Background: an optimization exercise with open tools, aiming at small area and a short achievable clock period. Do not read the settings as production practice. At most, simulation tests tie the RTL to the original design; equivalence was not proved. The RTL of run 4 was laid out without a check of its function. No activity file was given, so power comes from the tool's default toggle rates.

==> design.v <==
`default_nettype none
package copy_cfg_pkg;
    localparam int ADDR_W = 16;
    localparam int DATA_BYTES = 64;
    localparam int DATA_W     = DATA_BYTES * 8;
    localparam int NUM_DIMS = 6;
    localparam int REQ_W_DEFAULT = 16;
endpackage : copy_cfg_pkg
`default_nettype wire
`default_nettype none
package copy_types_pkg;
    localparam int ADDR_W   = 16;
    localparam int DATA_W   = 64 * 8;
    localparam int NUM_DIMS = 6;
    typedef struct packed {
        logic [ADDR_W-1:0]                   base;
        logic [NUM_DIMS-1:0][ADDR_W-1:0] size;
        logic [NUM_DIMS-1:0][ADDR_W-1:0] stride;
    } addr_pattern_t;
    typedef struct packed {
        logic [ADDR_W-1:0] addr;
        logic              vld;
    } rd_req_t;
    typedef struct packed {
        logic [ADDR_W-1:0] addr;
        logic [DATA_W-1:0] data;
        logic              vld;
    } wr_beat_t;
endpackage : copy_types_pkg
`default_nettype wire
`default_nettype none
module req_counter #(
    parameter int CNT_W = copy_cfg_pkg::REQ_W_DEFAULT
) (
    input  logic             clk,
    input  logic             load,
    input  logic [CNT_W-1:0] load_val,
    input  logic             dec,
    output logic [CNT_W-1:0] count
);
    always_ff @(posedge clk) begin
        if (load)     count <= load_val;
        else if (dec) count <= count - 1'b1;
    end
endmodule
`default_nettype wire
`default_nettype none
module nested_addr_gen (
    input  logic                            clk,
    input  logic                            init_pulse,
    input  logic                            prime,      
    input  copy_types_pkg::addr_pattern_t   pattern,
    input  logic                            step,
    output logic [copy_cfg_pkg::ADDR_W-1:0] addr
);
    localparam int ND = copy_cfg_pkg::NUM_DIMS;
    localparam int AW = copy_cfg_pkg::ADDR_W;
    logic [AW-1:0]          base_q;
    logic [AW-1:0]          back_q;     
    logic [ND-1:0][AW-1:0]  size_q;
    logic [ND-1:0]          tiny_q;     
    logic [ND-1:0][AW-1:0]  cnt_q;      
    logic [ND-1:0]          last_q;     
    logic [ND-1:0]          pen_q;      
    logic [ND-1:0][AW-1:0]  jmp_q;      
    logic [ND-1:0]          jmp_ok;
    logic [ND-1:0]          sel_q;      
    logic [AW-1:0]          jn_q;       
    logic                   okn_q;      
    logic [ND-1:0]          below;      
    logic [ND-1:0]          last_nx;
    logic [ND-1:0]          ok_nx;
    logic [ND-1:0]          sel_nx;
    logic [AW-1:0]          jn_nx;
    logic                   okn_nx;
    logic                   adv;        
    assign adv = step | prime;
    always_comb begin
        logic seen;
        seen = 1'b0;
        for (int d = 0; d < ND; d++) begin
            seen     = seen | sel_q[d];
            below[d] = ~seen;
        end
    end
    always_comb begin
        for (int d = 0; d < ND; d++) begin
            last_nx[d] = last_q[d];
            ok_nx[d]   = jmp_ok[d];
            if (adv) begin
                if (below[d])      last_nx[d] = tiny_q[d];
                else if (sel_q[d]) last_nx[d] = pen_q[d];
                if (sel_q[d])      ok_nx[d]   = 1'b1;
            end
        end
    end
    always_comb begin
        logic carry;
        carry = 1'b1;
        for (int d = 0; d < ND; d++) begin
            sel_nx[d] = carry & ~last_nx[d];
            carry     = carry & last_nx[d];
        end
    end
    always_comb begin
        jn_nx  = '0;
        okn_nx = 1'b0;
        for (int d = 0; d < ND; d++) begin
            jn_nx  = jn_nx | ({AW{sel_nx[d]}} & jmp_q[d]);
            okn_nx = okn_nx | (sel_nx[d] & ok_nx[d]);
        end
    end
    always_ff @(posedge clk) begin
        if (init_pulse) begin
            base_q <= pattern.base;
            size_q <= pattern.size;
            jmp_q  <= pattern.stride;
            jmp_ok <= '0;
            for (int d = 0; d < ND; d++)
                tiny_q[d] <= (pattern.size[d][AW-1:1] == '0);
        end else begin
            last_q <= last_nx;
            jmp_ok <= ok_nx;
            if (adv) begin
                addr   <= (okn_q ? addr : base_q) + jn_q;
                back_q <= (okn_q ? back_q : '0) - jn_q;
                for (int d = 0; d < ND; d++) begin
                    if (below[d]) begin
                        cnt_q[d] <= size_q[d];
                        pen_q[d] <= (size_q[d] == AW'(2));
                    end else if (sel_q[d]) begin
                        cnt_q[d] <= cnt_q[d] - 1'b1;
                        pen_q[d] <= (cnt_q[d] == AW'(3));
                    end
                    if (sel_q[d] & ~jmp_ok[d]) jmp_q[d] <= back_q + jn_q;
                end
            end
        end
    end
    always_ff @(posedge clk) begin
        if (init_pulse) begin
            sel_q <= '0;
            jn_q  <= '0;
            okn_q <= 1'b0;
        end else begin
            sel_q <= sel_nx;
            jn_q  <= jn_nx;
            okn_q <= okn_nx;
        end
    end
endmodule
`default_nettype wire
`default_nettype none
module copy_sequencer #(
    parameter int REQ_W = copy_cfg_pkg::REQ_W_DEFAULT
) (
    input  logic             clk,
    input  logic             reset_n,
    input  logic             init_pulse,
    input  logic [REQ_W-1:0] areq_num,
    input  logic             rdata_vld,
    output logic             rd_vld,      
    output logic             finish
);
    logic             active;      
    logic             rd_go;
    logic             last_pre;    
    logic [REQ_W-1:0] rd_left;     
    logic [REQ_W-1:0] rsp_left;    
    always_ff @(posedge clk or negedge reset_n) begin
        if (~reset_n)        active <= 1'b0;
        else if (init_pulse) active <= 1'b1;
    end
    assign rd_go = active & (rd_left != '0);
    req_counter #(.CNT_W(REQ_W)) u_rd_cnt (
        .clk      (clk)
    ,   .load     (init_pulse)
    ,   .load_val (areq_num)
    ,   .dec      (rd_go)
    ,   .count    (rd_left)
    );
    req_counter #(.CNT_W(REQ_W)) u_rsp_cnt (
        .clk      (clk)
    ,   .load     (init_pulse)
    ,   .load_val (areq_num)
    ,   .dec      (rdata_vld)
    ,   .count    (rsp_left)
    );
    always_ff @(posedge clk or negedge reset_n) begin
        if (~reset_n) begin
            rd_vld   <= 1'b0;
            last_pre <= 1'b0;
            finish   <= 1'b0;
        end else begin
            rd_vld   <= rd_go;
            last_pre <= (rdata_vld & (rsp_left == REQ_W'(1)))
                      | (init_pulse & (areq_num == '0));
            finish   <= last_pre;
        end
    end
endmodule
`default_nettype wire
`default_nettype none
module write_stage (
    input  logic                            clk,
    input  logic                            reset_n,
    input  logic [copy_cfg_pkg::DATA_W-1:0] rdata,
    input  logic                            rdata_vld,
    output logic [copy_cfg_pkg::DATA_W-1:0] wdata,
    output logic                            wvld
);
    always_ff @(posedge clk) begin
        wdata <= rdata;
    end
    always_ff @(posedge clk or negedge reset_n) begin
        if (~reset_n) wvld <= 1'b0;
        else          wvld <= rdata_vld;
    end
endmodule
`default_nettype wire
`default_nettype none
module strided_copy #(
    parameter int REQ_W = copy_cfg_pkg::REQ_W_DEFAULT
) (
    input  logic                            clk,
    input  logic                            reset_n,
    input  logic                            init_pulse,
    input  logic [REQ_W-1:0]                areq_num,
    input  logic [copy_cfg_pkg::ADDR_W*(1+2*copy_cfg_pkg::NUM_DIMS)-1:0] rd_pattern,
    input  logic [copy_cfg_pkg::ADDR_W*(1+2*copy_cfg_pkg::NUM_DIMS)-1:0] wr_pattern,
    input  logic [copy_cfg_pkg::DATA_W-1:0] rdata,
    input  logic                            rdata_vld,
    output logic [copy_cfg_pkg::ADDR_W-1:0] rd_req_addr,
    output logic                            rd_req_vld,
    output logic [copy_cfg_pkg::ADDR_W-1:0] wr_addr,
    output logic [copy_cfg_pkg::DATA_W-1:0] wr_data,
    output logic                            wr_vld,
    output logic                            finish
);
    copy_types_pkg::addr_pattern_t   rd_pat;
    copy_types_pkg::addr_pattern_t   wr_pat;
    logic                            prime;     
    always_ff @(posedge clk) begin
        prime <= init_pulse;
    end
    assign rd_pat = rd_pattern;
    assign wr_pat = wr_pattern;
    copy_sequencer #(.REQ_W(REQ_W)) u_seq (
        .clk        (clk)
    ,   .reset_n    (reset_n)
    ,   .init_pulse (init_pulse)
    ,   .areq_num   (areq_num)
    ,   .rdata_vld  (rdata_vld)
    ,   .rd_vld     (rd_req_vld)
    ,   .finish     (finish)
    );
    nested_addr_gen u_rd_gen (
        .clk        (clk)
    ,   .init_pulse (init_pulse)
    ,   .prime      (prime)
    ,   .pattern    (rd_pat)
    ,   .step       (rd_req_vld)
    ,   .addr       (rd_req_addr)
    );
    nested_addr_gen u_wr_gen (
        .clk        (clk)
    ,   .init_pulse (init_pulse)
    ,   .prime      (prime)
    ,   .pattern    (wr_pat)
    ,   .step       (wr_vld)
    ,   .addr       (wr_addr)
    );
    write_stage u_wr_stage (
        .clk        (clk)
    ,   .reset_n    (reset_n)
    ,   .rdata      (rdata)
    ,   .rdata_vld  (rdata_vld)
    ,   .wdata      (wr_data)
    ,   .wvld       (wr_vld)
    );
endmodule
`default_nettype wire
==> flow/run.sh <==
#!/bin/bash
# The standard layout, with these changes: each data bit's input and
# output pins are placed side by side (flow/pins.tcl, read just before pin
# placement), the port buffers are the smallest buffer (the resizer upsizes
# the ones on critical paths), and CTS adds no dummy loads and drives the registers through clkbuf_8. The make output
# goes to flow.log; ORFS keeps each step's log under orfs/logs/.
set -uo pipefail
export PRE_IO_PLACEMENT_TCL="$PWD/flow/pins.tcl"
export BUFFER_PORTS_ARGS="-buffer_cell sky130_fd_sc_hd__buf_1"
export CTS_ARGS="-sink_clustering_enable -repair_clock_nets -dont_use_dummy_load -buf_list {sky130_fd_sc_hd__clkbuf_8 sky130_fd_sc_hd__clkbuf_16} -root_buf sky130_fd_sc_hd__clkbuf_16 -tree_buf sky130_fd_sc_hd__clkbuf_16 -sink_clustering_buffer sky130_fd_sc_hd__clkbuf_8"
bash standard.sh > flow.log 2>&1
==> flow/pins.tcl <==
# Keep each data bit's input and output pins side by side, so the register
# between them sits next to both.
for {set i 0} {$i < 512} {incr i} {
  set_io_pin_constraint -group -order -pin_names [list "rdata\[$i\]" "wr_data\[$i\]"]
}
==> standard.sh <==
#!/bin/bash
# synth_recipe.tcl (not shown) runs the flow's synth.tcl, then flattens the netlist and writes it again
# the make line also repeats each setting of config.mk as NAME=value (left out here)
make -C /OpenROAD-flow-scripts/flow DESIGN_CONFIG=/design/flow/config.mk WORK_HOME=/design/flow/orfs CLKGATE_MAP_FILE= SYNTH_SCRIPT=/design/flow/synth_recipe.tcl "${@:-finish}"
==> config.mk <==
export PLATFORM = sky130hd
export DESIGN_NAME = strided_copy
export DESIGN_NICKNAME = strided_copy
export VERILOG_FILES = /design/flow/design.v
export SDC_FILE = /design/flow/constraint.sdc
export NUM_CORES = 4
export LEC_CHECK = 0
export ABC_CLOCK_PERIOD_IN_PS = 2700
export CAP_MARGIN = 20
export CORE_AREA = 5 5 505 505
export DIE_AREA = 0 0 510 510
export PLACE_DENSITY = 0.45
export SETUP_SLACK_MARGIN = 2.75
export SLEW_MARGIN = 20
==> constraint.sdc <==
create_clock -name core_clock -period 5.3 [get_ports {clk}]
set_input_delay 1.0600 -clock core_clock [delete_from_list [all_inputs] [get_ports {clk}]]
set_output_delay 1.0600 -clock core_clock [all_outputs]
set_load 0.01 [all_outputs]
==> results of run 1 <==
final cells by class:
cell class	count	area share
sequential	1316	0.513
multi-input combinational	2514	0.257
timing repair buffer	1618	0.104
tap	3330	0.0632
clock buffer	226	0.0501
inverter	202	0.0117
antenna	32	0.00121
timing repair inverter	2	0.000228
power by group:
group / switching, W / internal, W / total [W]
sequential: 0.000899 / 0.0126 / 0.0135
clock: 0.00381 / 0.00402 / 0.00782
combinational: 0.00412 / 0.00288 / 0.00700
total: 0.00882 / 0.0195 / 0.0283
layout by cell type, fill, tap and decap left out, types with 71 or more instances in the layout:
| cell type | netlist | final |
|---|---|---|
| buf_4 | 1 | 102 |
| o21ai_0 | 168 | 141 |
| xnor2_1 | 158 | 155 |
| inv_1 | 199 | 194 |
| a21oi_1 | 282 | 246 |
| nor4_1 | 116 | 114 |
| buf_1 | 19 | 1479 |
| edfxtp_1 | 740 | 740 |
| ha_1 | 123 | 82 |
| nand2_1 | 456 | 450 |
| nor2_1 | 304 | 297 |
| dfxtp_1 | 571 | 546 |
| xor2_1 | 71 | 71 |
| clkbuf_8 | 0 | 210 |
| nor3_1 | 106 | 100 |
per-stage QoR:
step                worst slack (ns)  area (um^2)  instances
floorplan                       2.25        51000       4170
global placement                1.58        60500       8896
finish                          2.66        66000       9240
detailed placement              1.59        60500       8897
CTS                             2.69        65000       9175
global route                    2.55        65900       9223
repair_timing:
action	CTS	global route
gates cloned	3	3
pin swaps	37	59
gates resized for setup	183	142
buffers inserted	49	30
endpoints found under the setup margin	369	256
cells by family (layout without fill, tap and decap cells):
family                     count (synthesis)  count (layout)  synth area share
AOI/OAI and AO/OA                        794             796            0.0980
xor gates and xnor gates                 229             229            0.0396
adders and majority gates                129             129            0.0328
buffers and inverters                    343            2048            0.0266
DFF                                     1316            1316             0.667
muxes                                     66              66            0.0142
other                                      0              32                 0
and+or+nand+nor                         1293            1294             0.122
per-layer routing:
layer,up-vias,part of all wire
li1,18400,-
met1,19300,0.38
met2,1873,0.47
met3,377,0.098
met4,38,0.045
met5,-,0.0011
registers in the layout, indices dropped and copies added (netlist names), 96 cells and up:
| register | count |
|---|---|
| u_wr_stage.wdata | 512 |
| u_rd_gen.size_q | 96 |
| u_rd_gen.cnt_q | 96 |
| u_wr_gen.jmp_q | 96 |
| u_wr_gen.size_q | 96 |
| u_wr_gen.cnt_q | 96 |
| u_rd_gen.jmp_q | 96 |
path summary, 6_finish.rpt:
| path | end | slack, ns | cells after the start |
|---|---|---|---|
| setup / recovery | u_wr_gen.addr[13] | 2.66 | 9 |
| hold / removal | u_seq.finish | 0.35 | 0 |
| setup reg to reg | u_wr_gen.addr[13] | 2.66 | 9 |
| hold reg to reg | u_seq.finish | 0.35 | 0 |
| max in group asynchronous | u_seq.rd_vld | 4.27 | 1 |
| min in group asynchronous | u_seq.active | 0.37 | 1 |
worst max-delay path, cell delays in order, from the launching register on:
cell	delay [ns]
dfxtp_4	0.36
buf_12	0.14
buf_12	0.13
mux2_4	0.30
ha_4	0.22
or4_1	0.51
o21a_1	0.16
o2111ai_4	0.15
a21boi_2	0.11
a311o_1	0.28
==> flow_summary.yaml, run 1 <==
run_status:
  status: "no timing/DRC/antenna violations"
finish:
  final_util: 0.265
  syn2layout_area_growth_pct: 30.2
  multiInputGateArea_um2: 16900
  final_net_count: 6957
  layout-drive-gt1-share: 0.114
  seqCellArea_um2: 33800
  fillCellCount: 26600
sta:
  rsz0062_at_grt: "yes"
  final-setup-viol-count: 0
  fin_setup_tns_ns: 0
  fin_hold_ws_ns: 0.346
  slew_headroom: 0.253
  hold_viol_final: 0
  fin_crit_sh: 0.498
  tightest_slew_ns: 1.12
  skew_ns: 0.108
  slew_viol_final: 0
  period_needed_ns: 2.64
  clock.fmax_mhz: 379
critical_path:
  worst_ep_arrival_time_ns: 3.15
  end_kind: "register"
  worstPathRequired_ns: 5.81
  r2r-start: "u_wr_gen.okn_q"
  critPathMaxFanout: 4
  path_class: "reg2reg"
  cp-startpoint: "u_wr_gen.okn_q"
  worstSetupStartpointType: "register"
global_routing:
  grt_usage: 0.138
  overflow: 0
  antenna_found_initial: 57
  busiest_layer: "met2"
  global_route.usage.met3: 0.0462
  met2_usage: 0.226
  grt_pass1_vias: 40200
  grt_use_met1: 0.162
  grt_max_degree: 84
  grt_pass1_wl_um: 268000
floorplan:
  dieHeight_um: 510
  start_util: 0.204
  num_rows: 183
  coreArea_um2: 249000
  dieWidth_um: 510
  ioPinCount: 1495
  die_area_um2: 260000
logic_synthesis:
  synth_cell_types: 78
  synthTopCellsByCount: "edfxtp_1 (740), dfxtp_1 (571), nand2_1 (456), nor2_1 (304), a21oi_1 (282)"
  synth_top_area_share: 0.439
  ys.warnings.count: 5
  synthTopCellsByArea: "edfxtp_1 (44%), dfxtp_1 (23%), nand2_1 (3.4%), ha_1 (3.0%), a21oi_1 (2.8%)"
  synth_seq_cells: 1316
  async_reset_ff_frac: 0.00380
  synthMostInstantiatedCell: "edfxtp_1"
  synthCells: 4170
  synth_fp_nets: 5247
  ys_seq_area_frac: 0.667
  yosys.area.top_type: "edfxtp_1"
  syn_area_per_cell_um2: 12.1
  synth_edf_count: 740
  ys.flop_type: "edfxtp_1"
  syn-cell-area_um2: 50700
routing:
  post_drt_via_cell_ratio: 4.33
  antenna_left: 0
  drt_iter0_drc: 3035
  wl_per_cell_um: 21.0
  drcViolationCount: 0
  drt-total-wl_um: 194000
  drtPass1Iterations: 7
  via_count: 40000
clocking:
  clock-root-buffer: "clkbuf_16"
  cts_max_path_buffers: 3
  cts_buffers: 226
  cts_tree: "yes"
  hold_buffers: 0
  htree_num_levels: 4
  clkLatencyLatePin_ns: 0.79
  cts_sinks: 1316
  clk_pin_slew_ns: 0.06
power:
  power_w: 0.0283
  irDropWorstVdd_mv: 0.295
  p_leak_nw: 23.4
  powerDensity_nw_per_um2: 429
min_path:
  worstHoldStart: "u_seq.last_pre"
  hp-class: "reg2reg"
placed_design:
  port_buffers: 1494
  routabilityCongestion: 0.864
  dp_hpwl_um: 147000
run:
  drv_cap: 0
==> run 2, diff against run 1 <==
--- a/config.mk
+++ b/config.mk
@@ -10,5 +10,4 @@
 export CORE_AREA = 5 5 505 505
 export DIE_AREA = 0 0 510 510
-export PLACE_DENSITY = 0.45
 export SETUP_SLACK_MARGIN = 2.75
 export SLEW_MARGIN = 20
==> flow_summary.yaml, run 2 <==
logic_synthesis:
  async_reset_ff_frac: 0.00380
  ys.warnings.count: 5
  yosys.area.top_type: "edfxtp_1"
  synth_fp_nets: 5247
  synth_cell_types: 78
  synth_seq_cells: 1316
  synth_edf_count: 740
  synthCells: 4170
  ys_seq_area_frac: 0.667
  synthTopCellsByCount: "edfxtp_1 (740), dfxtp_1 (571), nand2_1 (456), nor2_1 (304), a21oi_1 (282)"
  syn-cell-area_um2: 50700
  synthMostInstantiatedCell: "edfxtp_1"
  synthTopCellsByArea: "edfxtp_1 (44%), dfxtp_1 (23%), nand2_1 (3.4%), ha_1 (3.0%), a21oi_1 (2.8%)"
  synth_top_area_share: 0.439
  ys.flop_type: "edfxtp_1"
  syn_area_per_cell_um2: 12.1
sta:
  fin_crit_sh: 0.493
  clock.fmax_mhz: 383
  tightest_slew_ns: 1.10
  rsz0062_at_grt: "yes"
  slew_viol_final: 0
  final-setup-viol-count: 0
  period_needed_ns: 2.61
  fin_setup_tns_ns: 0
  skew_ns: 0.101
  slew_headroom: 0.268
  hold_viol_final: 0
critical_path:
  path_delay_family: "flip-flops"
  critPathSlowestCell: "edfxtp_1"
  crit_buf_inv: 1
  end_kind: "primary output"
  critPathMaxFanout: 2
  path_class: "reg2out"
  worst_ep_arrival_time_ns: 1.55
  cp_cell_sequence: "buf_6"
  worstSetupStartpointType: "register"
  worstPathRequired_ns: 4.24
  cpPeakStageDelay_ns: 0.52
finish:
  regMostFlops: "u_wr_stage.wdata"
  syn2layout_area_growth_pct: 29.9
  final_util: 0.265
  largest_reg_flops: 512
  layout-drive-gt1-share: 0.108
  final_common_cell: "buf_1"
  final_cell_mix: "buf_1 (1,473), edfxtp_1 (740), dfxtp_1 (553)"
  final_net_count: 6954
floorplan:
  num_rows: 183
  coreArea_um2: 249000
  die_area_um2: 260000
  start_util: 0.204
  dieHeight_um: 510
  dieWidth_um: 510
  ioPinCount: 1495
run_status:
  status: "no timing/DRC/antenna violations"
min_path:
  hp-class: "in2reg"
clocking:
  clk_pin_slew_ns: 0.06
  clkLatencyLatePin_ns: 0.83
  cts_sinks: 1316
  cts_tree: "yes"
  cts_buffers: 223
  clock-root-buffer: "clkbuf_16"
  hold_buffers: 0
  htree_num_levels: 4
  cts_max_path_buffers: 4
routing:
  post_drt_via_cell_ratio: 4.38
  drt_iter0_drc: 3462
  wl_per_cell_um: 20.6
  drt-total-wl_um: 190000
  drtPass1Iterations: 5
  antenna_left: 0
  drcViolationCount: 0
  via_count: 40400
placed_design:
  port_buffers: 1494
  dp_hpwl_um: 145000
  routabilityCongestion: 0.946
global_routing:
  grt_max_degree: 89
  grt_pass1_wl_um: 264000
  overflow: 0
  grt_pass1_vias: 40900
  grt_usage: 0.135
  antenna_found_initial: 52
run:
  drv_cap: 0
power:
  irDropWorstVdd_mv: 0.244
  p_leak_nw: 23.4
  powerDensity_nw_per_um2: 429
==> run 2: cell counts after synthesis <==
No cell type changed its count.
==> run 2: area by class of cell <==
cell class / instances / area [um^2]
Clock buffer: 223 / 3350
Timing Repair inverter: 2 / 15.0
Multi-Input combinational cell: 2514 / 16800
Sequential cell: 1316 / 33800
Tap cell: 3330 / 4170
Inverter: 202 / 786
Antenna cell: 27 / 67.6
Fill cell: 26200 / 183000
Timing Repair Buffer: 1618 / 6830
==> run 2: per-layer routing <==
metal	track usage	vias up	part of all wire
li1	-	18400	-
met4	0.0877	28	0.066
met2	0.225	2218	0.48
met5	0	-	0.00078
met1	0.148	19300	0.35
met3	0.0430	485	0.11
==> run 2: timing repair <==
item,4_1_cts,5_1_grt
buffers inserted,54,29
gates cloned,6,0
resized for setup,190,108
setup endpoints to repair,367,230
pin swaps,46,52
==> run 2: power breakdown <==
group	leakage, nW	switching (W)	internal, W
registers	12.1	0.000864	0.0126
clock network	1.73	0.00375	0.00412
logic	9.63	0.00413	0.00282
==> run 2: cell families (layout without fill, tap and decap cells) <==
family	Yosys count	count (layout)	share of synthesized area
AO/OA/AOI/OAI	794	796	0.0980
XOR/XNOR	229	229	0.0396
adder cells (fa/ha/maj)	129	129	0.0328
buffers and inverters	343	2045	0.0266
flip-flops	1316	1316	0.667
multiplexers	66	66	0.0142
other	0	27	0
AND/OR/NAND/NOR	1293	1294	0.122
==> run 2: per-stage QoR <==
step	cells	total power, W	instance area, um^2	hold WS [ns]	setup slack (ns)
detailed placement	8893	0.0194	60400	0.442	1.38
finish	9232	0.0282	65800	0.324	2.69
floorplan	4170	0.0171	51000	0.331	2.25
CTS	9176	0.0281	65000	0.227	2.62
global placement	8893	0.0193	60400	0.434	1.46
global route	9218	0.0296	65800	0.261	2.61
==> run 2: path summary, 6_finish.rpt <==
check	from	endpoint	slack, ns	cells after the start
setup / recovery	u_rd_gen.addr[14]	rd_req_addr[14]	2.69	1
hold / removal	rdata[468]	u_wr_stage.wdata[468]	0.32	1
setup reg to reg	u_wr_gen.okn_q	u_wr_gen.addr[13]	2.69	9
hold reg to reg	u_rd_gen.jmp_q[63]	u_rd_gen.jn_q[15]	0.41	1
max in group asynchronous	reset_n	u_seq.rd_vld	4.07	1
min in group asynchronous	reset_n	u_seq.last_pre	0.44	1
==> run 3, diff against run 2 <==
--- a/config.mk
+++ b/config.mk
@@ -10,4 +10,5 @@
 export CORE_AREA = 5 5 505 505
 export DIE_AREA = 0 0 510 510
+export PLACE_DENSITY = 0.75
 export SETUP_SLACK_MARGIN = 2.75
 export SLEW_MARGIN = 20
==> flow_summary.yaml, run 3 <==
logic_synthesis:
  syn_area_per_cell_um2: 12.1
  ys_seq_area_frac: 0.667
  synth_cell_types: 78
  synthTopCellsByCount: "edfxtp_1 (740), dfxtp_1 (571), nand2_1 (456), nor2_1 (304), a21oi_1 (282)"
  syn-cell-area_um2: 50700
  synthTopCellsByArea: "edfxtp_1 (44%), dfxtp_1 (23%), nand2_1 (3.4%), ha_1 (3.0%), a21oi_1 (2.8%)"
  async_reset_ff_frac: 0.00380
  yosys.area.top_type: "edfxtp_1"
  synth_edf_count: 740
  synth_fp_nets: 5247
  synthCells: 4170
  ys.warnings.count: 5
  ys.flop_type: "edfxtp_1"
  synthMostInstantiatedCell: "edfxtp_1"
  synth_seq_cells: 1316
  synth_top_area_share: 0.439
placed_design:
  port_buffers: 1494
  dp_hpwl_um: 140000
  dp.cells: 8880
  pre_cts_ws_ns: 1.29
  routabilityCongestion: 0.968
finish:
  layout-drive-gt1-share: 0.102
  final_cell_mix: "buf_1 (1,478), edfxtp_1 (740), dfxtp_1 (555)"
  final_net_count: 6910
  largest_reg_flops: 512
  fillCellCount: 25900
  final_common_cell: "buf_1"
  regMostFlops: "u_wr_stage.wdata"
  layoutNonFillerInstCount: 9204
  syn2layout_area_growth_pct: 28.9
clocking:
  cts_max_path_buffers: 4
  clock-root-buffer: "clkbuf_16"
  clkLatencyLatePin_ns: 0.82
  cts_tree: "yes"
  clk_pin_slew_ns: 0.06
  cts_buffers: 216
  hold_buffers: 0
  cts_sinks: 1316
  htree_num_levels: 4
critical_path:
  worstPathRequired_ns: 5.83
  reg2reg_setup_slack_ns: 2.69
  path_class: "reg2reg"
  critPathMaxFanout: 6
  cp-startpoint: "u_rd_gen.okn_q"
  worstSetupStartpointType: "register"
  end_kind: "register"
  r2r-start: "u_rd_gen.okn_q"
  worst_ep_arrival_time_ns: 3.14
  r2r-end: "u_rd_gen.addr[14]"
  rr_worst_depth: 11
sta:
  slew_viol_final: 0
  hold_viol_final: 0
  final-setup-viol-count: 0
  tightest_slew_ns: 1.15
  fin_crit_sh: 0.492
  fin_ws_ns: 2.69
  skew_ns: 0.107
  slew_headroom: 0.234
  period_needed_ns: 2.61
  fin_setup_tns_ns: 0
  clock.fmax_mhz: 383
  rsz0062_at_grt: "yes"
global_routing:
  met2_usage: 0.211
  grt_pass1_vias: 39300
  grt_usage: 0.132
  antenna_found_initial: 50
  overflow: 0
  grt_pass1_wl_um: 256000
  grt_use_met1: 0.136
  grt_max_degree: 95
  global_route.usage.met3: 0.0490
  busiest_layer: "met2"
min_path:
  hp-class: "in2async"
power:
  irDropWorstVdd_mv: 0.300
  p_leak_nw: 23.1
  powerDensity_nw_per_um2: 427
floorplan:
  ioPinCount: 1495
  dieWidth_um: 510
  coreArea_um2: 249000
  num_rows: 183
  dieHeight_um: 510
  start_util: 0.204
  die_area_um2: 260000
routing:
  wl_per_cell_um: 20.2
  drcViolationCount: 0
  post_drt_via_cell_ratio: 4.41
  drtPass1Iterations: 7
  drt-total-wl_um: 186000
  drt_iter0_drc: 4474
  via_count: 40600
  antenna_left: 0
run:
  drv_cap: 0
run_status:
  status: "no timing/DRC/antenna violations"
## run 3: worst max path at each step
stage | slack (ns) | cells past startpoint | endpoint
4_1_cts | 2.68 | 1 | wr_addr[8]
5_1_grt | 2.56 | 11 | u_rd_gen.addr[14]
6_report | 2.69 | 11 | u_rd_gen.addr[14]
3_5_place_dp | 1.29 | 7 | u_rd_gen.jn_q[2]
3_3_place_gp | 1.32 | 7 | u_rd_gen.jn_q[5]
2_1_floorplan | 2.25 | 6 | u_rd_gen.cnt_q[32]
## run 3: area by class of cell
cell class	count	area [um^2]	share of cell area
diodes	43	108	0.00165
clock buffers	216	3250	0.0499
inverters	202	773	0.0118
multi-input cells	2514	16600	0.255
flip-flops and latches	1316	33800	0.518
well taps	3330	4170	0.0638
repair buffers	1581	6500	0.0995
repair inverters	2	15.0	0.000230
## run 3: timing repair
action / 4_1_cts / 5_1_grt
gates resized for setup: 125 / 149
pin swaps: 22 / 57
buffers inserted: 36 / 23
endpoints found under the setup margin: 413 / 222
hold endpoints to repair: 0 / 0
cloned: 4 / 2
## run 3: through the flow
| stage | power (W) | hold WS, ns | instance area, um^2 | utilization |
|---|---|---|---|---|
| 6_report | 0.0278 | 0.258 | 65300 | 0.262 |
| 2_1_floorplan | 0.0171 | 0.331 | 51000 | - |
| 4_1_cts | 0.0275 | 0.156 | 64300 | 0.259 |
| 5_1_grt | 0.0292 | 0.172 | 65200 | 0.262 |
| 3_3_place_gp | 0.0191 | 0.346 | 60300 | 0.243 |
| 3_5_place_dp | 0.0193 | 0.354 | 60300 | 0.243 |
## run 3: worst max-delay path, stage by stage, from the launching register on
cell and delay, ns:
dfxtp_4 0.36, buf_12 0.13, mux2_4 0.31, ha_4 0.16, inv_2 0.05, fa_2 0.22
nor2b_2 0.06, o211ai_1 0.21, a21boi_2 0.13, o41a_1 0.36, a31oi_1 0.21, o311ai_2 0.14
## run 3: cell families (layout without fill, tap and decap cells)
| logic type | Yosys count | in the layout | synth area share |
|---|---|---|---|
| flip-flops | 1316 | 1316 | 0.667 |
| AO/OA/AOI/OAI | 794 | 796 | 0.0980 |
| adder cells (fa/ha/maj) | 129 | 129 | 0.0328 |
| XOR/XNOR | 229 | 229 | 0.0396 |
| buffers and inverters | 343 | 2001 | 0.0266 |
| multiplexers | 66 | 66 | 0.0142 |
| other | 0 | 43 | 0 |
| AND/OR/NAND/NOR | 1293 | 1294 | 0.122 |
## run 3: per-layer routing
| metal | part of all wire | vias up | wire length, um |
|---|---|---|---|
| met1 | 0.32 | 19000 | 58800 |
| met2 | 0.46 | 2689 | 85600 |
| li1 | - | 18300 | - |
| met4 | 0.095 | 34 | 17600 |
| met3 | 0.13 | 588 | 23500 |
| met5 | 0.0012 | - | 226 |
## run 3: power by group
part	switching [W]	internal, W	total [W]
sequential	0.000864	0.0126	0.0134
clock	0.00376	0.00401	0.00776
combinational	0.00400	0.00266	0.00666
==> run 4, diff against run 3 <==
--- a/design.v
+++ b/design.v
@@ -75,4 +75,22 @@
     logic                   okn_nx;
     logic                   adv;        
+    function automatic logic [AW-1:0] add_fast(input logic [AW-1:0] a,
+                                               input logic [AW-1:0] b,
+                                               input logic          cin);
+        logic [AW-1:0] g, p, gg, pp, c;
+        g  = a & b;
+        p  = a ^ b;
+        gg = g;
+        pp = p;
+        for (int s = 1; s < AW; s = s * 2) begin
+            for (int i = AW - 1; i >= s; i--) begin
+                gg[i] = gg[i] | (pp[i] & gg[i-s]);
+                pp[i] = pp[i] & pp[i-s];
+            end
+        end
+        c[0] = cin;
+        for (int i = 1; i < AW; i++) c[i] = gg[i-1] | (pp[i-1] & cin);
+        add_fast = p ^ c;
+    endfunction
     assign adv = step | prime;
     always_comb begin
@@ -123,6 +141,6 @@
             jmp_ok <= ok_nx;
             if (adv) begin
-                addr   <= (okn_q ? addr : base_q) + jn_q;
-                back_q <= (okn_q ? back_q : '0) - jn_q;
+                addr   <= add_fast(okn_q ? addr : base_q, jn_q, 1'b0);
+                back_q <= add_fast(okn_q ? back_q : '0, ~jn_q, 1'b1);
                 for (int d = 0; d < ND; d++) begin
                     if (below[d]) begin
@@ -133,5 +151,5 @@
                         pen_q[d] <= (cnt_q[d] == AW'(3));
                     end
-                    if (sel_q[d] & ~jmp_ok[d]) jmp_q[d] <= back_q + jn_q;
+                    if (sel_q[d] & ~jmp_ok[d]) jmp_q[d] <= add_fast(back_q, jn_q, 1'b0);
                 end
             end
--- a/config.mk
+++ b/config.mk
@@ -10,5 +10,4 @@
 export CORE_AREA = 5 5 505 505
 export DIE_AREA = 0 0 510 510
-export PLACE_DENSITY = 0.75
 export SETUP_SLACK_MARGIN = 2.75
 export SLEW_MARGIN = 20
==> flow_summary.yaml, run 4 <==
placed_design:
  routabilityCongestion: 0.968
  placed_cell_area_um2: 59800
  dp_hpwl_um: 144000
  port_buffers: 1494
  dp.cells: 8775
routing:
  met1Wirelength_um: 66700
  drt-total-wl_um: 188000
  via_count: 39300
  highest_layer: "met5"
  drcViolationCount: 0
  wl_per_cell_um: 20.7
  met3_length_um: 19300
  antenna_left: 0
  post_drt_via_cell_ratio: 4.32
  drt_iter0_drc: 3321
  dr_wl_met2_um: 88600
  drtPass1Iterations: 6
floorplan:
  die_area_um2: 260000
  num_rows: 183
  dieWidth_um: 510
  coreArea_um2: 249000
  start_util: 0.201
  dieHeight_um: 510
  ioPinCount: 1495
sta:
  fin_crit_sh: 0.502
  hold_viol_final: 0
  fin_setup_tns_ns: 0
  rsz0062_at_grt: "yes"
  final-setup-viol-count: 0
  slew_headroom: 0.321
  fin_hold_ws_ns: 0.327
  slew_viol_final: 0
  skew_ns: 0.0994
  period_needed_ns: 2.66
  clock.fmax_mhz: 376
  tightest_slew_ns: 1.02
finish:
  stdcell_area_um2: 65100
  syn2layout_area_growth_pct: 30.1
  layoutNonFillerInstCount: 9109
  final_net_count: 6822
  final_util: 0.262
  largest_reg_flops: 512
  layout-drive-gt1-share: 0.112
  final_common_cell: "buf_1"
  fillCellCount: 26200
  regMostFlops: "u_wr_stage.wdata"
  final_cell_mix: "buf_1 (1,475), edfxtp_1 (740), dfxtp_1 (554)"
logic_synthesis:
  ys.warnings.count: 5
  ys.flop_type: "edfxtp_1"
  synthTopCellsByCount: "edfxtp_1 (740), dfxtp_1 (571), nand2_1 (414), nor2_1 (286), a21oi_1 (229)"
  synth_top_area_share: 0.444
  synth_edf_count: 740
  yosys.area.top_type: "edfxtp_1"
  async_reset_ff_frac: 0.00380
  syn_area_per_cell_um2: 12.4
  ys_seq_area_frac: 0.675
  syn-cell-area_um2: 50100
  synthCells: 4049
  synth_fp_nets: 5127
  synthTopCellsByArea: "edfxtp_1 (44%), dfxtp_1 (23%), ha_1 (3.1%), nand2_1 (3.1%), xnor2_1 (2.8%)"
  synthMostInstantiatedCell: "edfxtp_1"
  synth_cell_types: 78
  synth_seq_cells: 1316
global_routing:
  overflow: 0
  grt_pass1_wl_um: 259000
  grt_max_degree: 125
  grt_usage: 0.133
  antenna_found_initial: 51
  grt_pass1_vias: 39600
critical_path:
  r2r-start: "u_rd_gen.jn_q[5]"
  worstPathRequired_ns: 5.79
  critPathMaxFanout: 8
  cpPeakStageDelay_ns: 0.44
  rr_worst_depth: 7
  reg2reg_setup_slack_ns: 2.64
  r2r-end: "u_rd_gen.jmp_q[92]"
  path_class: "reg2reg"
  cp_cell_sequence: "ha_2 -> or2_2 -> a31oi_4 -> a211oi_4 -> o31ai_4 -> mux2i_4 -> nand3_1"
  path_delay_family: "compound AO/OA/AOI/OAI gates"
  crit_buf_inv: 0
  critPathSlowestCell: "dfxtp_2"
  end_kind: "register"
  worstSetupStartpointType: "register"
  worst_ep_arrival_time_ns: 3.15
clocking:
  hold_buffers: 0
  clkLatencyLatePin_ns: 0.83
  cts_buffers: 222
  clk_pin_slew_ns: 0.06
  cts_tree: "yes"
  cts_sinks: 1316
  clock-root-buffer: "clkbuf_16"
  htree_num_levels: 4
  cts_max_path_buffers: 4
power:
  p_leak_nw: 23.1
  irDropWorstVdd_mv: 0.246
  powerDensity_nw_per_um2: 413
min_path:
  hp-class: "in2reg"
  worstHoldStart: "rdata[402]"
  hold-path-cell-count: 1
  hold_path_end: "u_wr_stage.wdata[402]"
run_status:
  status: "no timing/DRC/antenna violations"
run:
  drv_cap: 0
## run 4: cell types whose count changed after synthesis, moves of 10 or more
cell       before  now
a211o_1        19    5
inv_1         199  172
o21ai_0       168  211
a2111oi_0      12    2
a21oi_1       282  229
nand3_1        60   98
o211ai_1       59   16
nand2_1       456  414
nor2_1        304  286
a221oi_1        2   16
a31oi_1        24   43
and3_1         25   12
a311oi_1       16    0
a22oi_1         1   19
## run 4: stage by stage
step	worst slack [ns]	total power [W]
floorplan	2.13	0.0163
global placement	1.78	0.0182
detailed placement	1.73	0.0184
CTS	2.69	0.0267
global route	2.59	0.0281
finish	2.64	0.0269
## run 4: power by group
group          internal (W)  leakage [nW]  switching [W]
Combinational       0.00232          9.33        0.00349
Sequential           0.0124          12.1       0.000765
Clock               0.00410          1.72        0.00376
## run 4: kinds of logic after synthesis
kind of cell / after synthesis / synth area share
and+or+nand+nor: 1253 / 0.120
adders and majority gates: 130 / 0.0331
AOI/OAI and AO/OA: 746 / 0.0927
muxes: 65 / 0.0144
xor gates and xnor gates: 233 / 0.0408
buffers and inverters: 306 / 0.0238
DFF: 1316 / 0.675
## run 4: worst max path at each step
stage,depth (start not counted),endpoint,start
2_1_floorplan,5,u_rd_gen.cnt_q[80],init_pulse
3_3_place_gp,6,u_wr_gen.jmp_q[13],init_pulse
3_5_place_dp,5,u_rd_gen.jn_q[10],init_pulse
4_1_cts,8,u_rd_gen.jmp_q[92],u_rd_gen.back_q[0]
5_1_grt,8,u_rd_gen.jmp_q[92],u_rd_gen.back_q[0]
6_report,7,u_rd_gen.jmp_q[92],u_rd_gen.jn_q[5]
## run 4: worst register-to-register path: cells and delay by family, from the launching register on
kind	cells	cell delay [ns]
AOI/OAI and AO/OA	3	0.65
adders and majority gates	1	0.37
DFF	1	0.44
muxes	1	0.39
and+or+nand+nor	2	0.46
## run 4: cell type report
| cell class | count | area (um^2) | area share |
|---|---|---|---|
| Multi-Input combinational cell | 2430 | 16300 | 0.251 |
| Sequential cell | 1316 | 33800 | 0.519 |
| Antenna cell | 37 | 92.6 | 0.00142 |
| Clock buffer | 222 | 3340 | 0.0513 |
| Timing Repair Buffer | 1600 | 6690 | 0.103 |
| Inverter | 174 | 661 | 0.0101 |
| Tap cell | 3330 | 4170 | 0.0640 |
## run 4: routing by layer
metal  vias up  global-route usage
li1      18000                   -
met1     18700               0.148
met2      2154               0.222
met3       457              0.0406
met4        28              0.0854
met5         -                   0
## run 4: repair_timing
item                       CTS  global route
resized for setup          165           140
buffers inserted            42            26
gates cloned                 4             2
setup endpoints to repair  268           229
pin swaps                   41            53
==> run 5, diff against run 4 <==
--- a/design.v
+++ b/design.v
@@ -177,4 +177,5 @@
     input  logic             init_pulse,
     input  logic [REQ_W-1:0] areq_num,
+    input  logic             prime,       
     input  logic             rdata_vld,
     output logic             rd_vld,      
@@ -212,7 +213,6 @@
         end else begin
             rd_vld   <= rd_go;
-            last_pre <= (rdata_vld & (rsp_left == REQ_W'(1)))
-                      | (init_pulse & (areq_num == '0));
-            finish   <= last_pre;
+            last_pre <= rdata_vld & (rsp_left == REQ_W'(1));
+            finish   <= last_pre | (prime & (rsp_left == '0));
         end
     end
@@ -269,4 +269,5 @@
     ,   .init_pulse (init_pulse)
     ,   .areq_num   (areq_num)
+    ,   .prime      (prime)
     ,   .rdata_vld  (rdata_vld)
     ,   .rd_vld     (rd_req_vld)
==> flow_summary.yaml, run 5 <==
logic_synthesis:
  synth_fp_nets: 5107
  synthTopCellsByCount: "edfxtp_1 (740), dfxtp_1 (571), nand2_1 (446), nor2_1 (257), a21oi_1 (208)"
  synth_top_family_by_area: "simple AND/OR/NAND/NOR gates"
  synth_edf_count: 740
  ys.warnings.count: 5
  synth-adder-area-share: 0.0334
  ys_seq_area_frac: 0.675
  syn_area_per_cell_um2: 12.4
  synth_simple_gate_area_frac: 0.123
  synth_mux_area_frac: 0.0141
  synthCells: 4028
  synthTopCellsByArea: "edfxtp_1 (44%), dfxtp_1 (23%), nand2_1 (3.3%), ha_1 (3.2%), xnor2_1 (2.8%)"
  synth_cell_types: 81
  synth_seq_cells: 1316
  synth_compound_area_frac: 0.0907
  synth-xor-area-share: 0.0413
  synthMostInstantiatedCell: "edfxtp_1"
  async_reset_ff_frac: 0.00380
  ys.flop_type: "edfxtp_1"
  yosys.area.top_type: "edfxtp_1"
  synth_top_area_share: 0.444
  syn-cell-area_um2: 50000
power:
  switching_share: 0.295
  powerDensity_nw_per_um2: 404
  p_leak_nw: 22.8
  seqPwrFrac: 0.503
  pwr-share-clk: 0.289
  p_sw_w: 0.00771
  intPower_w: 0.0184
  p_comb_frac: 0.208
  irDropWorstVdd_mv: 0.291
sta:
  final-setup-viol-count: 0
  hold_viol_final: 0
  fin_crit_sh: 0.499
  skew_ns: 0.108
  clock.fmax_mhz: 378
  tightest_slew_ns: 1.15
  rsz0062_at_grt: "yes"
  period_needed_ns: 2.65
  slew_headroom: 0.234
  fin_setup_tns_ns: 0
  fin_hold_ws_ns: 0.412
  fin_ws_ns: 2.65
  slew_viol_final: 0
clocking:
  htree_num_levels: 4
  cts_tree: "yes"
  clkLatencyLatePin_ns: 0.80
  cts_buffers: 214
  cts_max_path_buffers: 3
  hold_buffers: 0
  clock-root-buffer: "clkbuf_16"
  cts_sinks: 1316
  clk_pin_slew_ns: 0.06
routing:
  antenna_left: 0
  via_count: 39200
  post_drt_via_cell_ratio: 4.33
  drcViolationCount: 0
  drtPass1Iterations: 6
  drt-total-wl_um: 178000
  wl_per_cell_um: 19.7
  drt_iter0_drc: 3645
floorplan:
  die_area_um2: 260000
  ioPinCount: 1495
  num_rows: 183
  dieHeight_um: 510
  start_util: 0.201
  coreArea_um2: 249000
  dieWidth_um: 510
global_routing:
  overflow: 0
  grt_usage: 0.126
  grt_pass1_wl_um: 249000
  grt_pass1_vias: 39600
  grt_max_degree: 153
  antenna_found_initial: 48
placed_design:
  placed_cell_area_um2: 59800
  routabilityCongestion: 0.925
  pre_cts_ws_ns: 1.15
  port_buffers: 1494
  dp_hpwl_um: 134000
critical_path:
  path_class: "reg2reg"
  end_kind: "register"
  cp_cell_sequence: "buf_4 -> buf_4 -> and2_1 -> ha_1 -> o21a_1 -> o2111ai_2 -> nand2_2 -> a41o_4 -> o41ai_4 -> xnor2_1"
  path_delay_family: "compound AO/OA/AOI/OAI gates"
  critPathMaxFanout: 6
  crit_top_cell: "buf_4"
  worstSetupStartpointType: "register"
  crit_buf_inv: 2
  cpPeakStageDelay_ns: 0.39
  critPathSlowestCell: "dfxtp_4"
  worst_ep_arrival_time_ns: 3.10
  worstPathRequired_ns: 5.75
finish:
  multiInputGateArea_um2: 16200
  syn2layout_area_growth_pct: 29.3
  final_cell_mix: "buf_1 (1,482), edfxtp_1 (740), dfxtp_1 (557)"
  regMostFlops: "u_wr_stage.wdata"
  final_net_count: 6784
  layout-drive-gt1-share: 0.104
  seqCellArea_um2: 33800
  largest_reg_flops: 512
  final_common_cell: "buf_1"
  stdcell_area_um2: 64700
  fillCellCount: 26200
min_path:
  hp-class: "in2reg"
run:
  drv_cap: 0
run_status:
  status: "no timing/DRC/antenna violations"
run 5: changes by cell type after synthesis, moves of 14 or more:
cell / before / now
a21oi_1: 229 / 208
a221o_1: 11 / 26
a221oi_1: 16 / 0
a22oi_1: 19 / 33
a31oi_1: 43 / 57
inv_1: 172 / 149
nand2_1: 414 / 446
nand3_1: 98 / 123
nor2_1: 286 / 257
o21ai_0: 211 / 188
o221ai_1: 16 / 2
run 5: cells by family after synthesis:
kind of cell,after synthesis
buffers and inverters,288
xor gates and xnor gates,236
and+or+nand+nor,1277
AOI/OAI and AO/OA,717
muxes,63
DFF,1316
adders and majority gates,131
run 5: final cells by class:
type,instances,area share
multi-input cells,2427,0.251
clock buffers,214,0.0485
well taps,3330,0.0644
repair buffers,1596,0.103
inverters,150,0.00879
diodes,25,0.000968
flip-flops and latches,1316,0.523
run 5: final timing paths:
| path | from | end | slack (ns) | cells after the start |
|---|---|---|---|---|
| min in group asynchronous | reset_n | u_wr_stage.wvld | 0.48 | 1 |
| max reg2reg | u_rd_gen.okn_q | u_rd_gen.back_q[13] | 2.65 | 10 |
| max in group asynchronous | reset_n | u_seq.rd_vld | 3.97 | 1 |
| max | u_rd_gen.okn_q | u_rd_gen.back_q[13] | 2.65 | 10 |
| min reg2reg | u_rd_gen.jmp_q[86] | u_rd_gen.jn_q[6] | 0.42 | 1 |
| min | rdata[393] | u_wr_stage.wdata[393] | 0.41 | 1 |
run 5: metal layers:
layer  vias up  wire, um  share of wire  track usage
li1      17900         -              -            -
met1     18600     64000           0.36        0.143
met2      2317     84900           0.48        0.211
met3       424     19000           0.11       0.0362
met4        18     10500          0.059       0.0747
met5         -        91        0.00051            0
run 5: power by group through the flow:
stage	Combinational, W	Sequential [W]	Clock, W
6_report	0.00544	0.0131	0.00755
4_1_cts	0.00502	0.0131	0.00783
2_1_floorplan	0.00309	0.0131	0
3_5_place_dp	0.00473	0.0133	0
5_1_grt	0.00595	0.0132	0.00822
3_3_place_gp	0.00462	0.0133	0
run 5: what timing repair did:
item / CTS / global route
pin swaps: 33 / 40
gates resized for setup: 108 / 132
buffers inserted: 39 / 34
endpoints found under the setup margin: 344 / 212
cloned: 2 / 2
run 5: through the flow:
step	power, W	utilization	instances
3_5_place_dp	0.0180	0.240	8742
6_report	0.0261	0.260	9058
2_1_floorplan	0.0162	-	4028
4_1_cts	0.0260	0.256	8997
3_3_place_gp	0.0179	0.240	8740
5_1_grt	0.0274	0.260	9050
==> run 6, diff against run 5 <==
--- a/config.mk
+++ b/config.mk
@@ -6,8 +6,10 @@
 export NUM_CORES = 4
 export LEC_CHECK = 0
+export ABC_AREA = 1
 export ABC_CLOCK_PERIOD_IN_PS = 2700
 export CAP_MARGIN = 20
 export CORE_AREA = 5 5 505 505
 export DIE_AREA = 0 0 510 510
+export PLACE_DENSITY = 0.75
 export SETUP_SLACK_MARGIN = 2.75
 export SLEW_MARGIN = 20
==> flow_summary.yaml, run 6 <==
clocking:
  clock-root-buffer: "clkbuf_16"
  clkLatencyLatePin_ns: 0.82
  cts_buffers: 220
  clk_pin_slew_ns: 0.06
  hold_buffers: 0
  cts_tree: "yes"
  htree_num_levels: 4
  cts_max_path_buffers: 4
  cts_sinks: 1316
routing:
  drtPass1Iterations: 7
  via_count: 41600
  post_drt_via_cell_ratio: 4.25
  antenna_left: 0
  drcViolationCount: 0
  drt_iter0_drc: 3820
  wl_per_cell_um: 18.3
  drt-total-wl_um: 179000
logic_synthesis:
  yosys.area.top_type: "edfxtp_1"
  synth_cell_types: 54
  synthTopCellsByCount: "nand2_1 (1,187), edfxtp_1 (740), dfxtp_1 (571), inv_1 (373), nor2_1 (372)"
  synth_seq_cells: 1316
  ys_seq_area_frac: 0.662
  async_reset_ff_frac: 0.00380
  synthCells: 4752
  syn_area_per_cell_um2: 10.7
  synthTopCellsByArea: "edfxtp_1 (44%), dfxtp_1 (22%), nand2_1 (8.7%), ha_1 (3.1%), inv_1 (2.7%)"
  ys.flop_type: "edfxtp_1"
  synth_fp_nets: 5831
  syn-cell-area_um2: 51000
  synth_edf_count: 740
  ys.warnings.count: 5
  synth_top_area_share: 0.435
  synthMostInstantiatedCell: "nand2_1"
finish:
  final_cell_mix: "buf_1 (1,474), nand2_1 (1,183), edfxtp_1 (740)"
  seqCellArea_um2: 33800
  layout-drive-gt1-share: 0.0750
  final_net_count: 7510
  regMostFlops: "u_wr_stage.wdata"
  stdcell_area_um2: 65000
  multiInputGateArea_um2: 15800
  fillCellCount: 26100
  final_common_cell: "buf_1"
  syn2layout_area_growth_pct: 27.4
  largest_reg_flops: 512
  layoutNonFillerInstCount: 9788
sta:
  hold_viol_final: 0
  tightest_slew_ns: 1.12
  slew_viol_final: 0
  period_needed_ns: 2.59
  clock.fmax_mhz: 386
  rsz0062_at_grt: "yes"
  slew_headroom: 0.249
  skew_ns: 0.0924
  final-setup-viol-count: 0
  fin_crit_sh: 0.489
  fin_setup_tns_ns: 0
global_routing:
  grt_usage: 0.128
  overflow: 0
  grt_max_degree: 151
  grt_pass1_wl_um: 252000
  grt_pass1_vias: 40700
  antenna_found_initial: 38
critical_path:
  critPathMaxFanout: 6
  end_kind: "register"
  rr_worst_depth: 4
  worstSetupStartpointType: "register"
  worstPathRequired_ns: 5.76
  worst_ep_arrival_time_ns: 3.06
  path_class: "reg2reg"
placed_design:
  dp.cells: 9500
  port_buffers: 1494
  placed_cell_area_um2: 60800
  routabilityCongestion: 0.955
  dp_hpwl_um: 137000
floorplan:
  dieHeight_um: 510
  ioPinCount: 1495
  num_rows: 183
  die_area_um2: 260000
  coreArea_um2: 249000
  start_util: 0.205
  dieWidth_um: 510
min_path:
  hp-class: "in2async"
power:
  powerDensity_nw_per_um2: 402
  irDropWorstVdd_mv: 0.272
  power_w: 0.0261
  p_leak_nw: 25.2
run_status:
  status: "no timing/DRC/antenna violations"
run:
  drv_cap: 0
[run 6: repair_timing]
item / 4_1_cts / 5_1_grt
setup buffers: 19 / 16
pin swaps: 10 / 8
gates cloned: 1 / 2
gates resized for setup: 89 / 61
setup endpoints to repair: 338 / 146
[run 6: final timing paths]
kind,start,end,slack [ns]
hold / removal,reset_n,u_wr_stage.wvld,0.22
setup reg to reg,u_rd_gen.jn_q[0],u_rd_gen.jmp_q[2],2.71
min in group core_clock,rdata[462],u_wr_stage.wdata[462],0.36
setup / recovery,u_rd_gen.jn_q[0],u_rd_gen.jmp_q[2],2.71
max in group asynchronous,reset_n,u_seq.rd_vld,4.66
hold reg to reg,u_rd_gen.jmp_q[80],u_rd_gen.jn_q[0],0.40
[run 6: logic make-up (layout without fill, tap and decap cells)]
group	Yosys count	in the layout	synth area share
and+or+nand+nor	2118	2119	0.178
xor gates and xnor gates	170	170	0.0292
muxes	30	30	0.00657
buffers and inverters	493	2169	0.0377
adders and majority gates	131	131	0.0327
DFF	1316	1316	0.662
other	0	29	0
AOI/OAI and AO/OA	494	494	0.0545
[run 6: layout make-up]
cell class                      count  share of cell area
Antenna cell                       29             0.00112
Tap cell                         3330              0.0641
Inverter                          384              0.0227
Timing Repair Buffer             1564              0.0986
Clock buffer                      220              0.0509
Sequential cell                  1316               0.520
Timing Repair inverter              1           0.0000770
Multi-Input combinational cell   2944               0.243
[run 6: metrics by stage]
stage / util / hold slack (ns) / worst slack, ns
2_1_floorplan: - / 0.412 / 2.29
3_3_place_gp: 0.244 / 0.438 / 1.53
3_5_place_dp: 0.244 / 0.445 / 1.45
4_1_cts: 0.260 / 0.155 / 2.68
5_1_grt: 0.261 / 0.173 / 2.67
6_report: 0.261 / 0.221 / 2.71
[run 6: power by group]
part           internal (W)  leakage [nW]  total (W)  switching (W)
Sequential           0.0124          12.1     0.0131       0.000744
Combinational       0.00178          11.4    0.00520        0.00342
Clock               0.00407          1.71    0.00781        0.00374
Total                0.0182          25.2     0.0261        0.00790
[run 6: per-layer routing]
metal,vias to the layer above,share of wire,routed length [um],track usage
met3,496,0.13,22600,0.0485
met1,19100,0.34,60300,0.137
li1,19400,-,-,-
met2,2526,0.46,82700,0.206
met5,-,0.00085,152,0
met4,24,0.072,12900,0.0918
[run 6: worst max-delay path: stages (launching register included)]
cell,delay [ns]
dfxtp_2,0.37
ha_1,0.24
fa_1,0.41
o21ai_0,0.89
nand2_1,0.33
==> run 7, diff against run 6 <==
--- a/config.mk
+++ b/config.mk
@@ -6,5 +6,4 @@
 export NUM_CORES = 4
 export LEC_CHECK = 0
-export ABC_AREA = 1
 export ABC_CLOCK_PERIOD_IN_PS = 2700
 export CAP_MARGIN = 20
@@ -12,4 +11,4 @@
 export DIE_AREA = 0 0 510 510
 export PLACE_DENSITY = 0.75
-export SETUP_SLACK_MARGIN = 2.75
+export SETUP_SLACK_MARGIN = 2.85
 export SLEW_MARGIN = 20
==> flow_summary.yaml, run 7 <==
run_status:
  status: "no timing/DRC/antenna violations"
critical_path:
  cpPeakStageDelay_ns: 0.43
  cp-startpoint: "u_rd_gen.okn_q"
  critPathSlowestCell: "dfxtp_4"
  worstPathRequired_ns: 5.84
  cp_cell_sequence: "buf_8 -> buf_12 -> mux2_2 -> ha_1 -> inv_1 -> nor2_4 -> nor3_1 -> a211oi_2 -> o311ai_2"
  worst_ep_arrival_time_ns: 3.11
  critical_path_depth: 9
  critPathCapture: "u_rd_gen.addr[15]"
  r2r-end: "u_rd_gen.addr[15]"
  r2r-start: "u_rd_gen.okn_q"
  reg2reg_setup_slack_ns: 2.73
  rr_worst_depth: 9
  crit_buf_inv: 3
  path_delay_family: "buffers and inverters"
  critPathMaxFanout: 11
  path_class: "reg2reg"
  worstSetupStartpointType: "register"
  end_kind: "register"
finish:
  regMostFlops: "u_wr_stage.wdata"
  syn2layout_area_growth_pct: 30.7
  final_net_count: 6797
  final_common_cell: "buf_1"
  fillCellCount: 25700
  layoutNonFillerInstCount: 9078
  largest_reg_flops: 512
  seqCellArea_um2: 33800
  multiInputGateArea_um2: 16700
  layout-drive-gt1-share: 0.121
  final_cell_mix: "buf_1 (1,455), edfxtp_1 (740), dfxtp_1 (553)"
run:
  drv_cap: 0
sta:
  fin_setup_tns_ns: 0
  skew_ns: 0.0902
  slew_headroom: 0.227
  period_needed_ns: 2.57
  slew_viol_final: 0
  clock.fmax_mhz: 389
  rsz0062_at_grt: "yes"
  tightest_slew_ns: 1.16
  fin_crit_sh: 0.485
  final-setup-viol-count: 0
  hold_viol_final: 0
clocking:
  htree_num_levels: 4
  cts_max_path_buffers: 4
  cts_tree: "yes"
  clkLatencyLatePin_ns: 0.83
  clk_pin_slew_ns: 0.06
  hold_buffers: 0
  clock-root-buffer: "clkbuf_16"
  cts_sinks: 1316
  cts_buffers: 216
global_routing:
  antenna_found_initial: 49
  grt_max_degree: 154
  grt_pass1_vias: 38200
  grt_usage: 0.120
  overflow: 0
  grt_pass1_wl_um: 238000
logic_synthesis:
  yosys.area.top_type: "edfxtp_1"
  synthMostInstantiatedCell: "edfxtp_1"
  async_reset_ff_frac: 0.00380
  ys.warnings.count: 5
  synth_edf_count: 740
  synthTopCellsByArea: "edfxtp_1 (44%), dfxtp_1 (23%), nand2_1 (3.3%), ha_1 (3.2%), xnor2_1 (2.8%)"
  synthTopCellsByCount: "edfxtp_1 (740), dfxtp_1 (571), nand2_1 (446), nor2_1 (257), a21oi_1 (208)"
  synth_fp_nets: 5107
  syn_area_per_cell_um2: 12.4
  synth_seq_cells: 1316
  ys_seq_area_frac: 0.675
  synth_cell_types: 81
  ys.flop_type: "edfxtp_1"
  synth_top_area_share: 0.444
  synthCells: 4028
  syn-cell-area_um2: 50000
routing:
  drt-total-wl_um: 172000
  post_drt_via_cell_ratio: 4.32
  antenna_left: 0
  drt_iter0_drc: 4288
  wl_per_cell_um: 18.9
  drtPass1Iterations: 8
  drcViolationCount: 0
  via_count: 39200
floorplan:
  start_util: 0.201
  ioPinCount: 1495
  coreArea_um2: 249000
  num_rows: 183
  die_area_um2: 260000
  dieHeight_um: 510
  dieWidth_um: 510
placed_design:
  dp.cells: 8739
  port_buffers: 1494
  routabilityCongestion: 0.915
  dp_hpwl_um: 127000
power:
  p_leak_nw: 23.1
  powerDensity_nw_per_um2: 405
  irDropWorstVdd_mv: 0.250
min_path:
  hp-class: "in2reg"
run 7: logic make-up after synthesis:
family,share of synthesized area
DFF,0.675
xor gates and xnor gates,0.0413
AOI/OAI and AO/OA,0.0907
muxes,0.0141
adders and majority gates,0.0334
and+or+nand+nor,0.123
buffers and inverters,0.0225
run 7: worst min path at each step:
stage	from	endpoint	cells past startpoint
after floorplan	u_seq.last_pre	u_seq.finish	1
after global placement	u_rd_gen.jmp_q[89]	u_rd_gen.jn_q[9]	1
after detailed placement	u_rd_gen.jmp_q[70]	u_rd_gen.jn_q[6]	1
after CTS	rdata[81]	u_wr_stage.wdata[81]	1
after global routing	rdata[61]	u_wr_stage.wdata[61]	1
final	rdata[479]	u_wr_stage.wdata[479]	1
run 7: area by class of cell:
cell class	instances	area share
diodes	32	0.00123
clock buffers	216	0.0498
inverters	150	0.00869
multi-input cells	2427	0.255
flip-flops and latches	1316	0.517
well taps	3330	0.0637
repair buffers	1607	0.104
run 7: what timing repair did:
item                       in CTS  in global routing
cloned                          3                  3
pin swaps                      53                 58
setup buffers                  50                 34
setup endpoints to repair     551                258
gates resized for setup       208                142
run 7: report_power, final:
group          internal (W)  switching [W]
clock               0.00401        0.00372
sequential           0.0124       0.000725
combinational       0.00235        0.00327
run 7: worst register-to-register path: cells and delay by family, from the launching register on:
family / cells / cell delay, ns
flip-flops: 1 / 0.43
multiplexers: 1 / 0.36
adder cells (fa/ha/maj): 1 / 0.38
AND/OR/NAND/NOR: 2 / 0.27
AO/OA/AOI/OAI: 2 / 0.38
buffers and inverters: 3 / 0.48
run 7: through the flow:
step	setup slack, ns	total power (W)	hold slack (ns)	utilization	instance area, um^2
5_1_grt	2.64	0.0277	0.270	0.263	65300
3_3_place_gp	1.87	0.0178	0.462	0.240	59800
6_report	2.73	0.0264	0.364	0.263	65400
2_1_floorplan	2.15	0.0162	0.417	-	50400
3_5_place_dp	1.76	0.0179	0.458	0.240	59800
4_1_cts	2.72	0.0262	0.242	0.259	64300
run 7: per-layer routing:
metal / wire length (um) / global-route usage
met5: 177 / 0
met4: 11000 / 0.0811
met3: 20300 / 0.0387
met2: 82700 / 0.201
met1: 57500 / 0.131
==> run 8, diff against run 7 <==
--- a/config.mk
+++ b/config.mk
@@ -11,4 +11,4 @@
 export DIE_AREA = 0 0 510 510
 export PLACE_DENSITY = 0.75
-export SETUP_SLACK_MARGIN = 2.85
+export SETUP_SLACK_MARGIN = 2.75
 export SLEW_MARGIN = 20
==> flow_summary.yaml, run 8 <==
critical_path:
  cp_cell_sequence: "ha_4 -> a21oi_4 -> nor3b_4 -> nor3b_2 -> buf_4 -> o211ai_1 -> a2111oi_2 -> buf_4 -> a211oi_1"
  crit_top_cell: "buf_4"
  rr_worst_depth: 9
  end_kind: "register"
  worstPathRequired_ns: 5.74
  critPathSlowestCell: "edfxtp_1"
  r2r-end: "u_rd_gen.jmp_q[15]"
  critPathMaxFanout: 6
  path_class: "reg2reg"
  worstSetupStartpointType: "register"
  worst_ep_arrival_time_ns: 3.03
  cpPeakStageDelay_ns: 0.48
  r2r-start: "u_rd_gen.back_q[1]"
  reg2reg_setup_slack_ns: 2.71
sta:
  slew_viol_final: 0
  fin_setup_tns_ns: 0
  slew_headroom: 0.235
  clock.fmax_mhz: 385
  fin_crit_sh: 0.490
  skew_ns: 0.100
  tightest_slew_ns: 1.15
  hold_viol_final: 0
  final-setup-viol-count: 0
  fin_hold_ws_ns: 0.227
  rsz0062_at_grt: "yes"
  period_needed_ns: 2.59
floorplan:
  die_area_um2: 260000
  coreArea_um2: 249000
  ioPinCount: 1495
  start_util: 0.201
  dieHeight_um: 510
  num_rows: 183
  dieWidth_um: 510
power:
  switching_share: 0.292
  irDropWorstVdd_mv: 0.345
  pwr-share-clk: 0.296
  powerDensity_nw_per_um2: 405
  seqPwrFrac: 0.499
  p_sw_w: 0.00767
  intPower_w: 0.0186
  p_leak_nw: 22.9
  power_w: 0.0263
  p_comb_frac: 0.206
routing:
  drcViolationCount: 0
  antenna_left: 0
  drt_iter0_drc: 3850
  drtPass1Iterations: 6
  via_count: 39600
  wl_per_cell_um: 18.9
  drt-total-wl_um: 172000
  post_drt_via_cell_ratio: 4.36
finish:
  final_cell_mix: "buf_1 (1,485), edfxtp_1 (740), dfxtp_1 (559)"
  final_net_count: 6784
  largest_reg_flops: 512
  final_common_cell: "buf_1"
  regMostFlops: "u_wr_stage.wdata"
  layout-drive-gt1-share: 0.106
  syn2layout_area_growth_pct: 29.7
  layoutNonFillerInstCount: 9076
min_path:
  hp-class: "in2async"
global_routing:
  grt_usage: 0.121
  antenna_found_initial: 52
  grt_pass1_vias: 38600
  grt_pass1_wl_um: 240000
  grt_max_degree: 153
  overflow: 0
clocking:
  clkLatencyLatePin_ns: 0.82
  clock-root-buffer: "clkbuf_16"
  hold_buffers: 0
  htree_num_levels: 4
  cts_tree: "yes"
  cts_buffers: 217
  clk_pin_slew_ns: 0.06
  cts_sinks: 1316
  cts_max_path_buffers: 4
logic_synthesis:
  ys.warnings.count: 5
  synthTopCellsByArea: "edfxtp_1 (44%), dfxtp_1 (23%), nand2_1 (3.3%), ha_1 (3.2%), xnor2_1 (2.8%)"
  syn-cell-area_um2: 50000
  ys_seq_area_frac: 0.675
  synthMostInstantiatedCell: "edfxtp_1"
  synth_fp_nets: 5107
  syn_area_per_cell_um2: 12.4
  synth_cell_types: 81
  ys.flop_type: "edfxtp_1"
  synthCells: 4028
  synth_edf_count: 740
  yosys.area.top_type: "edfxtp_1"
  async_reset_ff_frac: 0.00380
  synth_top_area_share: 0.444
  synthTopCellsByCount: "edfxtp_1 (740), dfxtp_1 (571), nand2_1 (446), nor2_1 (257), a21oi_1 (208)"
  synth_seq_cells: 1316
placed_design:
  port_buffers: 1494
  dp_hpwl_um: 127000
  routabilityCongestion: 0.930
  dp.cells: 8747
run:
  drv_cap: 0
run_status:
  status: "no timing/DRC/antenna violations"
run 8: power groups by stage:
| stage | clock, W | sequential, W | combinational, W |
|---|---|---|---|
| floorplan | 0 | 0.0131 | 0.00309 |
| global placement | 0 | 0.0132 | 0.00458 |
| detailed placement | 0 | 0.0132 | 0.00469 |
| CTS | 0.00807 | 0.0130 | 0.00498 |
| global route | 0.00848 | 0.0132 | 0.00591 |
| finish | 0.00777 | 0.0131 | 0.00540 |
run 8: critical path, delay by kind of cell (launching register included):
family / cells / cell delay (ns)
AO/OA/AOI/OAI: 4 / 0.83
flip-flops: 1 / 0.48
buffers and inverters: 2 / 0.40
AND/OR/NAND/NOR: 2 / 0.31
adder cells (fa/ha/maj): 1 / 0.27
run 8: timing repair:
item                                    CTS  global route
gates cloned                              3             2
pin swaps                                33            49
resized for setup                       129           130
buffers inserted                         40            24
endpoints found under the setup margin  425           198
hold endpoints to repair                  0             0
run 8: layout make-up:
type | count | area (um^2)
Tap cell | 3330 | 4170
Multi-Input combinational cell | 2427 | 16400
Sequential cell | 1316 | 33800
Antenna cell | 43 | 108
Clock buffer | 217 | 3270
Fill cell | 25800 | 184000
Timing Repair Buffer | 1593 | 6620
Inverter | 150 | 568
run 8: cell families after synthesis:
logic type      Yosys count  share of synthesized area
xor+xnor                236                     0.0413
simple gates           1277                      0.123
mux                      63                     0.0141
flops                  1316                      0.675
compound gates          717                     0.0907
fa+ha+maj               131                     0.0334
buf+inv                 288                     0.0225
run 8: how the worst max path moves through the flow:
stage / start / to / slack [ns] / cells after the start
CTS: u_wr_gen.addr[2] / wr_addr[2] / 2.69 / 1
floorplan: init_pulse / u_wr_gen.cnt_q[64] / 2.15 / 5
finish: u_rd_gen.back_q[1] / u_rd_gen.jmp_q[15] / 2.71 / 9
detailed placement: prime / u_rd_gen.jn_q[13] / 1.62 / 7
global placement: prime / u_rd_gen.jn_q[13] / 1.73 / 7
global route: u_wr_gen.back_q[0] / u_wr_gen.jmp_q[62] / 2.65 / 9
run 8: per-layer routing:
layer,vias to the layer above,global-route usage,part of all wire
met5,-,0,0.00089
met4,26,0.0838,0.070
met3,472,0.0430,0.13
met2,2645,0.199,0.47
met1,18500,0.131,0.33
li1,17900,-,-
run 8: stage by stage:
stage	worst slack, ns	utilization	instance area, um^2
after floorplan	2.15	-	50300
after global placement	1.73	0.240	59700
after detailed placement	1.62	0.240	59700
after CTS	2.69	0.257	63900
after global routing	2.65	0.261	64800
final	2.71	0.261	64900

separate check: timing with driven ports:
How much do the figures lean on ideal ports? The routed layouts below were timed once more, with nothing changed but the port constraints.
Step 1 sets driving cells, clkbuf_16 on the clock port and buf_2 on the other inputs (assumed; they add their load-dependent delay and slew).
Step 2 also shifts input and output timing later by t, the mid clock arrival at the registers, as if the neighbouring blocks saw the same clock.
Slacks: no drivers / after step 1 / after step 2; pairs: no drivers / after step 1.
| run | t (ns) | slack for setup (ns) | latest minus earliest clock arrival (ns) |
|---|---|---|---|
| run 1 | 0.830 | 2.662 / 2.662 / 2.112 | 0.137 / 0.137 |
| run 2 | 0.859 | 2.689 / 2.599 / 1.937 | 0.124 / 0.123 |
| run 3 | 0.854 | 2.690 / 2.655 / 2.139 | 0.133 / 0.134 |
| run 4 | 0.863 | 2.641 / 2.641 / 2.082 | 0.115 / 0.115 |
| run 5 | 0.817 | 2.653 / 2.653 / 1.987 | 0.142 / 0.141 |
| run 6 | 0.857 | 2.709 / 2.669 / 2.179 | 0.111 / 0.111 |
| run 7 | 0.835 | 2.730 / 2.730 / 2.166 | 0.130 / 0.129 |
| run 8 | 0.854 | 2.705 / 2.645 / 2.063 | 0.131 / 0.131 |
After both steps setup and hold are still met in every run listed. The setup slack of run 2, which loses most, moves by -0.090 ns with the drivers and by -0.752 ns with both steps.
